Source: an optimization exercise on an open RTL-to-GDS flow (aim: small area and a short achievable clock period). Production flows keep margins and buffers that such runs may drop. Where RTL was checked, it was by simulation tests only, not by an equivalence proof against the original.

==> flow/design.v <==
module eqController #(
    parameter int ADDR_WIDTH     = 6,
    parameter int GAIN_FRAC_BITS = 14
) (
    input  logic                  S_AXI_ACLK,
    input  logic                  S_AXI_ARESETN,
    input  logic                  wr,
    input  logic [ADDR_WIDTH-1:0] wrAddr,
    input  logic [31:0]           wrData,
    output logic                  adcReq,
    output logic [15:0]           adcCmd,
    input  logic                  adcAck,
    input  logic [15:0]           adcData,
    output logic                  dacReq,
    output logic [31:0]           dacWord,
    input  logic                  dacAck
);
    logic        enable;
    logic [15:0] gain0, gain1;
    logic        rst;
    logic        weEn, weG0, weG1;
    logic [15:0] gainIn;
    assign rst    = !S_AXI_ARESETN;
    assign weEn   = rst | (wr && wrAddr == ADDR_WIDTH'(4));
    assign weG0   = rst | (wr && wrAddr == ADDR_WIDTH'(6));
    assign weG1   = rst | (wr && wrAddr == ADDR_WIDTH'(7));
    assign gainIn = (wrData[15:0] & {16{~rst}}) | (16'h4000 & {16{rst}});
    always_ff @(posedge S_AXI_ACLK) begin
        if (weEn) enable <= wrData[0] & ~rst;
        if (weG0) gain0  <= gainIn;
        if (weG1) gain1  <= gainIn;
    end
    localparam logic [3:0] S_IDLE = 4'd0;
    localparam logic [3:0] S_AREQ = 4'd1;
    localparam logic [3:0] S_AREL = 4'd2;
    localparam logic [3:0] S_C0   = 4'd3;
    localparam logic [3:0] S_C1   = 4'd4;
    localparam logic [3:0] S_C2   = 4'd5;
    localparam logic [3:0] S_C3   = 4'd6;
    localparam logic [3:0] S_DREQ = 4'd7;
    localparam logic [3:0] S_DREL = 4'd8;
    localparam logic [3:0] S_N1   = 4'd9;
    localparam logic [3:0] S_NX   = 4'd10;
    logic [3:0] state;
    logic       chan;
    always_ff @(posedge S_AXI_ACLK) begin
        if (!S_AXI_ARESETN) begin
            state <= S_IDLE;
            chan  <= 1'b0;
        end else begin
            case (state)
                S_IDLE: if (enable) state <= S_AREQ;
                S_AREQ: if (adcAck) state <= S_AREL;
                S_AREL: if (!adcAck) state <= S_C0;
                S_C0:   state <= S_C1;
                S_C1:   state <= S_C2;
                S_C2:   state <= S_C3;
                S_C3:   state <= S_DREQ;
                S_DREQ: if (dacAck) state <= S_DREL;
                S_DREL: if (!dacAck) state <= S_N1;
                S_N1: begin
                    state <= S_NX;
                    chan  <= !chan;
                end
                S_NX:   state <= enable ? S_AREQ : S_IDLE;
                default: state <= S_IDLE;
            endcase
        end
    end
    assign adcReq = (state == S_AREQ);
    assign dacReq = (state == S_DREQ);
    logic [15:0] s;
    logic [16:0] sx;
    always_ff @(posedge S_AXI_ACLK) s <= {~adcData[15], adcData[14:0]};
    assign sx = {s[15], s};
    logic        hit;
    logic [15:0] gSel;
    logic [5:0]  gNextLo;
    assign hit     = wr && (wrAddr == ADDR_WIDTH'({5'd3, chan}));
    assign gSel    = chan ? gain1 : gain0;
    assign gNextLo = hit ? wrData[5:0] : gSel[5:0];
    logic [4:0] gT;
    always_ff @(posedge S_AXI_ACLK) gT <= gSel[15:11];
    logic [6:0] win;
    always_comb begin
        case (state)
            S_C0:    win = {gNextLo, 1'b0};
            S_C1:    win = gSel[11:5];
            default: win = {gT[4], gT[4], gT};
        endcase
    end
    logic [2:0] dNeg, dOne, dTwo;
    always_ff @(posedge S_AXI_ACLK) begin
        for (int k = 0; k < 3; k++) begin
            logic [2:0] w;
            w = win[2*k +: 3];
            dNeg[k] <= w[2] & ~(w[1] & w[0]);
            dOne[k] <= w[1] ^ w[0];
            dTwo[k] <= (w[2] & ~w[1] & ~w[0]) | (~w[2] & w[1] & w[0]);
        end
    end
    logic [16:0] p0, p1, p2;
    assign p0 = (({17{dOne[0]}} & sx) | ({17{dTwo[0]}} & {sx[15:0], 1'b0})) ^ {17{dNeg[0]}};
    assign p1 = (({17{dOne[1]}} & sx) | ({17{dTwo[1]}} & {sx[15:0], 1'b0})) ^ {17{dNeg[1]}};
    assign p2 = (({17{dOne[2]}} & sx) | ({17{dTwo[2]}} & {sx[15:0], 1'b0})) ^ {17{dNeg[2]}};
    logic [19:0] acc;
    logic        first;
    logic        neg5;          
    logic [2:0]  g119;
    assign g119 = hit ? wrData[11:9] : gSel[11:9];
    always_ff @(posedge S_AXI_ACLK) neg5 <= g119[2] & ~(g119[1] & g119[0]);
    logic [15:0] A;
    logic        Ahi;
    always_ff @(posedge S_AXI_ACLK) first <= (state == S_C0);    
    always_comb begin
        A      = acc[19:4] & {16{~first}};
        A[4]   = first ? dNeg[2] : acc[8];
        A[10]  = first ? neg5 : acc[14];
        Ahi    = ~A[15];
    end
    wire fs0 = dNeg[0] ^ A[0];
    wire fc0 = dNeg[0] & A[0];
    wire fs1 = A[1] ^ fc0;
    wire fc1 = A[1] & fc0;
    wire fs2 = dNeg[1] ^ A[2] ^ fc1;
    wire fc2 = (dNeg[1] & A[2]) | (dNeg[1] & fc1) | (A[2] & fc1);
    wire fs3 = p0[2] ^ p1[0];
    wire fc3 = p0[2] & p1[0];
    wire fs4 = A[3] ^ p0[3] ^ p1[1];
    wire fc4 = (A[3] & p0[3]) | (A[3] & p1[1]) | (p0[3] & p1[1]);
    wire fs5 = fc3 ^ fc2;
    wire fc5 = fc3 & fc2;
    wire fs6 = A[4] ^ p0[4] ^ p1[2];
    wire fc6 = (A[4] & p0[4]) | (A[4] & p1[2]) | (p0[4] & p1[2]);
    wire fs7 = p2[0] ^ fc4 ^ fs6;
    wire fc7 = (p2[0] & fc4) | (p2[0] & fs6) | (fc4 & fs6);
    wire fs8 = A[5] ^ p0[5] ^ p1[3];
    wire fc8 = (A[5] & p0[5]) | (A[5] & p1[3]) | (p0[5] & p1[3]);
    wire fs9 = p2[1] ^ fc6 ^ fs8;
    wire fc9 = (p2[1] & fc6) | (p2[1] & fs8) | (fc6 & fs8);
    wire fs10 = A[6] ^ p0[6] ^ p1[4];
    wire fc10 = (A[6] & p0[6]) | (A[6] & p1[4]) | (p0[6] & p1[4]);
    wire fs11 = p2[2] ^ fc8 ^ fs10;
    wire fc11 = (p2[2] & fc8) | (p2[2] & fs10) | (fc8 & fs10);
    wire fs12 = A[7] ^ p0[7] ^ p1[5];
    wire fc12 = (A[7] & p0[7]) | (A[7] & p1[5]) | (p0[7] & p1[5]);
    wire fs13 = p2[3] ^ fc10 ^ fs12;
    wire fc13 = (p2[3] & fc10) | (p2[3] & fs12) | (fc10 & fs12);
    wire fs14 = A[8] ^ p0[8] ^ p1[6];
    wire fc14 = (A[8] & p0[8]) | (A[8] & p1[6]) | (p0[8] & p1[6]);
    wire fs15 = p2[4] ^ fc12 ^ fs14;
    wire fc15 = (p2[4] & fc12) | (p2[4] & fs14) | (fc12 & fs14);
    wire fs16 = A[9] ^ p0[9] ^ p1[7];
    wire fc16 = (A[9] & p0[9]) | (A[9] & p1[7]) | (p0[9] & p1[7]);
    wire fs17 = p2[5] ^ fc14 ^ fs16;
    wire fc17 = (p2[5] & fc14) | (p2[5] & fs16) | (fc14 & fs16);
    wire fs18 = A[10] ^ p0[10] ^ p1[8];
    wire fc18 = (A[10] & p0[10]) | (A[10] & p1[8]) | (p0[10] & p1[8]);
    wire fs19 = p2[6] ^ fc16 ^ fs18;
    wire fc19 = (p2[6] & fc16) | (p2[6] & fs18) | (fc16 & fs18);
    wire fs20 = A[11] ^ p0[11] ^ p1[9];
    wire fc20 = (A[11] & p0[11]) | (A[11] & p1[9]) | (p0[11] & p1[9]);
    wire fs21 = p2[7] ^ fc18 ^ fs20;
    wire fc21 = (p2[7] & fc18) | (p2[7] & fs20) | (fc18 & fs20);
    wire fs22 = A[12] ^ p0[12] ^ p1[10];
    wire fc22 = (A[12] & p0[12]) | (A[12] & p1[10]) | (p0[12] & p1[10]);
    wire fs23 = p2[8] ^ fc20 ^ fs22;
    wire fc23 = (p2[8] & fc20) | (p2[8] & fs22) | (fc20 & fs22);
    wire fs24 = A[13] ^ p0[13] ^ p1[11];
    wire fc24 = (A[13] & p0[13]) | (A[13] & p1[11]) | (p0[13] & p1[11]);
    wire fs25 = p2[9] ^ fc22 ^ fs24;
    wire fc25 = (p2[9] & fc22) | (p2[9] & fs24) | (fc22 & fs24);
    wire fs26 = A[14] ^ p0[14] ^ p1[12];
    wire fc26 = (A[14] & p0[14]) | (A[14] & p1[12]) | (p0[14] & p1[12]);
    wire fs27 = p2[10] ^ fc24 ^ fs26;
    wire fc27 = (p2[10] & fc24) | (p2[10] & fs26) | (fc24 & fs26);
    wire fs28 = A[15] ^ p0[15] ^ p1[13];
    wire fc28 = (A[15] & p0[15]) | (A[15] & p1[13]) | (p0[15] & p1[13]);
    wire fs29 = p2[11] ^ fc26 ^ fs28;
    wire fc29 = (p2[11] & fc26) | (p2[11] & fs28) | (fc26 & fs28);
    wire fs30 = Ahi ^ p1[14] ^ p2[12];
    wire fc30 = (Ahi & p1[14]) | (Ahi & p2[12]) | (p1[14] & p2[12]);
    wire fs31 = ~p0[16] ^ fc28 ^ fs30;
    wire fc31 = (~p0[16] & fc28) | (~p0[16] & fs30) | (fc28 & fs30);
    wire fs32 = p2[13] ^ ~p1[15] ^ fc30;
    wire fc32 = (p2[13] & ~p1[15]) | (p2[13] & fc30) | (~p1[15] & fc30);
    wire fs33 = p1[15] ^ p2[14] ^ ~p1[16];
    wire fc33 = (p1[15] & p2[14]) | (p1[15] & ~p1[16]) | (p2[14] & ~p1[16]);
    wire [21:0] csaX = {1'b1, p2[15], ~p2[15], fs33, fc31, fc29, fc27, fc25, fc23, fc21, fc19, fc17, fc15, fc13, fc11, fc9, fc7, fc5, fs4, fs3, fs1, fs0};
    wire [21:0] csaY = {1'b0, ~p2[16], fc33, fc32, fs32, fs31, fs29, fs27, fs25, fs23, fs21, fs19, fs17, fs15, fs13, fs11, fs9, fs7, fs5, fs2, p0[1], p0[0]};
    logic [21:0] sum;
    assign sum = csaX + csaY;
    always_ff @(posedge S_AXI_ACLK) begin
        if (state == S_C1 || state == S_C2 || state == S_C3) acc <= sum[21:2];
    end
    logic        ovf;
    logic [15:0] code;
    assign ovf  = (acc[17] != acc[16]) || (acc[17] != acc[15]);
    assign code = ovf ? {16{~acc[17]}} : {~acc[15], acc[14:0]};
    assign adcCmd  = {1'b1, chan, 14'd0};
    assign dacWord = {15'h0018, chan, code};
endmodule
Settings: LEC_CHECK=0, ABC_AREA=0, CAP_MARGIN=0, CORE_MARGIN=2, CORE_UTILIZATION=55, CTS_BUF_LIST=sky130_fd_sc_hd__clkbuf_4 sky130_fd_sc_hd__clkbuf_8, PLACE_DENSITY=0.75, SETUP_SLACK_MARGIN=3.5, SLEW_MARGIN=0, TNS_END_PERCENT=5; clock period 7.0 ns.
standard.sh (not shown) runs the stock make flow with config.mk's settings and CLKGATE_MAP_FILE= SYNTH_SCRIPT=/design/flow/synth_recipe.tcl, a recipe that flattens the netlist after the stock synthesis.
==> flow/flow/run.sh <==
#!/bin/bash
# The standard layout (standard.sh), with every input port buffered by a buf_1 cell
# and every output port by a buf_2 cell, instead of the delay buffer buffer_ports
# picks by default. The buffers are placed by flow/ports.tcl, sourced just before
# global placement, where the standard flow would call buffer_ports.
export DONT_BUFFER_PORTS=1
export PRE_GLOBAL_PLACE_TCL="$PWD/flow/ports.tcl"
bash standard.sh > standard.log 2>&1
==> flow/flow/ports.tcl <==
# Port buffers, as the standard flow's buffer_ports, with chosen cells.
puts "Perform port buffering (flow/ports.tcl)..."
buffer_ports -inputs -buffer_cell sky130_fd_sc_hd__buf_1
buffer_ports -outputs -buffer_cell sky130_fd_sc_hd__buf_2
==> next run, changes <==
--- a/flow/design.v
+++ b/flow/design.v
@@ -104,19 +104,15 @@
     assign p1 = (({17{dOne[1]}} & sx) | ({17{dTwo[1]}} & {sx[15:0], 1'b0})) ^ {17{dNeg[1]}};
     assign p2 = (({17{dOne[2]}} & sx) | ({17{dTwo[2]}} & {sx[15:0], 1'b0})) ^ {17{dNeg[2]}};
     logic [19:0] acc;
     logic        first;
-    logic        neg5;          
-    logic [2:0]  g119;
-    assign g119 = hit ? wrData[11:9] : gSel[11:9];
-    always_ff @(posedge S_AXI_ACLK) neg5 <= g119[2] & ~(g119[1] & g119[0]);
     logic [15:0] A;
     logic        Ahi;
     always_ff @(posedge S_AXI_ACLK) first <= (state == S_C0);    
     always_comb begin
         A      = acc[19:4] & {16{~first}};
         A[4]   = first ? dNeg[2] : acc[8];
-        A[10]  = first ? neg5 : acc[14];
+        A[10]  = first ? (gSel[11] & ~(gSel[10] & gSel[9])) : acc[14];
         Ahi    = ~A[15];
     end
     wire fs0 = dNeg[0] ^ A[0];
     wire fc0 = dNeg[0] & A[0];
=> The changed run went through all stages and came out clean. Global-route usage is about the same. Wire length decreases by 0.99%. Critical path depth decreases by 1. Register-to-register slack improves by 0.06 ns. Non-clock buffer count decreases by 5. Final cell count decreases by 0.70%. Count of clock-buffer cells in the layout stays the same. Utilization decreases by 1.4 points. Clock skew decreases by 0.0089 ns. Design area decreases by about 2.6%. Die area decreases by about 1.1%.
Function not checked in the first run of this note: the RTL went through the layout flow alone.

==> static timing again, ports no longer ideal <==
No port has a modelled driver above. Below, the same layouts with a new extraction and two added sets of constraints. Step 1, drivers: a clkbuf_16 drives S_AXI_ACLK and a buf_2 each remaining input, both assumed. Step 2 also shifts input and output timing later by t, the mid clock arrival at the registers, as if the neighbouring blocks saw the same clock. Slacks: ideal ports / drivers / drivers and shift; pairs: ideal ports / drivers.
run | t (ns) | slack for setup (ns) | hold slack, ns | worst data-port slew with drivers (ns) | cell pins on the clock port's net
the first run | 0.401 | 3.352 / 3.352 / 3.352 | 0.483 / 0.483 / 0.483 | 0.38 | 1
the second run | 0.392 | 3.416 / 3.416 / 3.325 | 0.482 / 0.482 / 0.482 | 0.37 | 1
After both steps setup and hold are still met in every run listed. The setup slack of the second run, which loses most, moves by 0.000 ns with the drivers and by -0.091 ns with both steps.
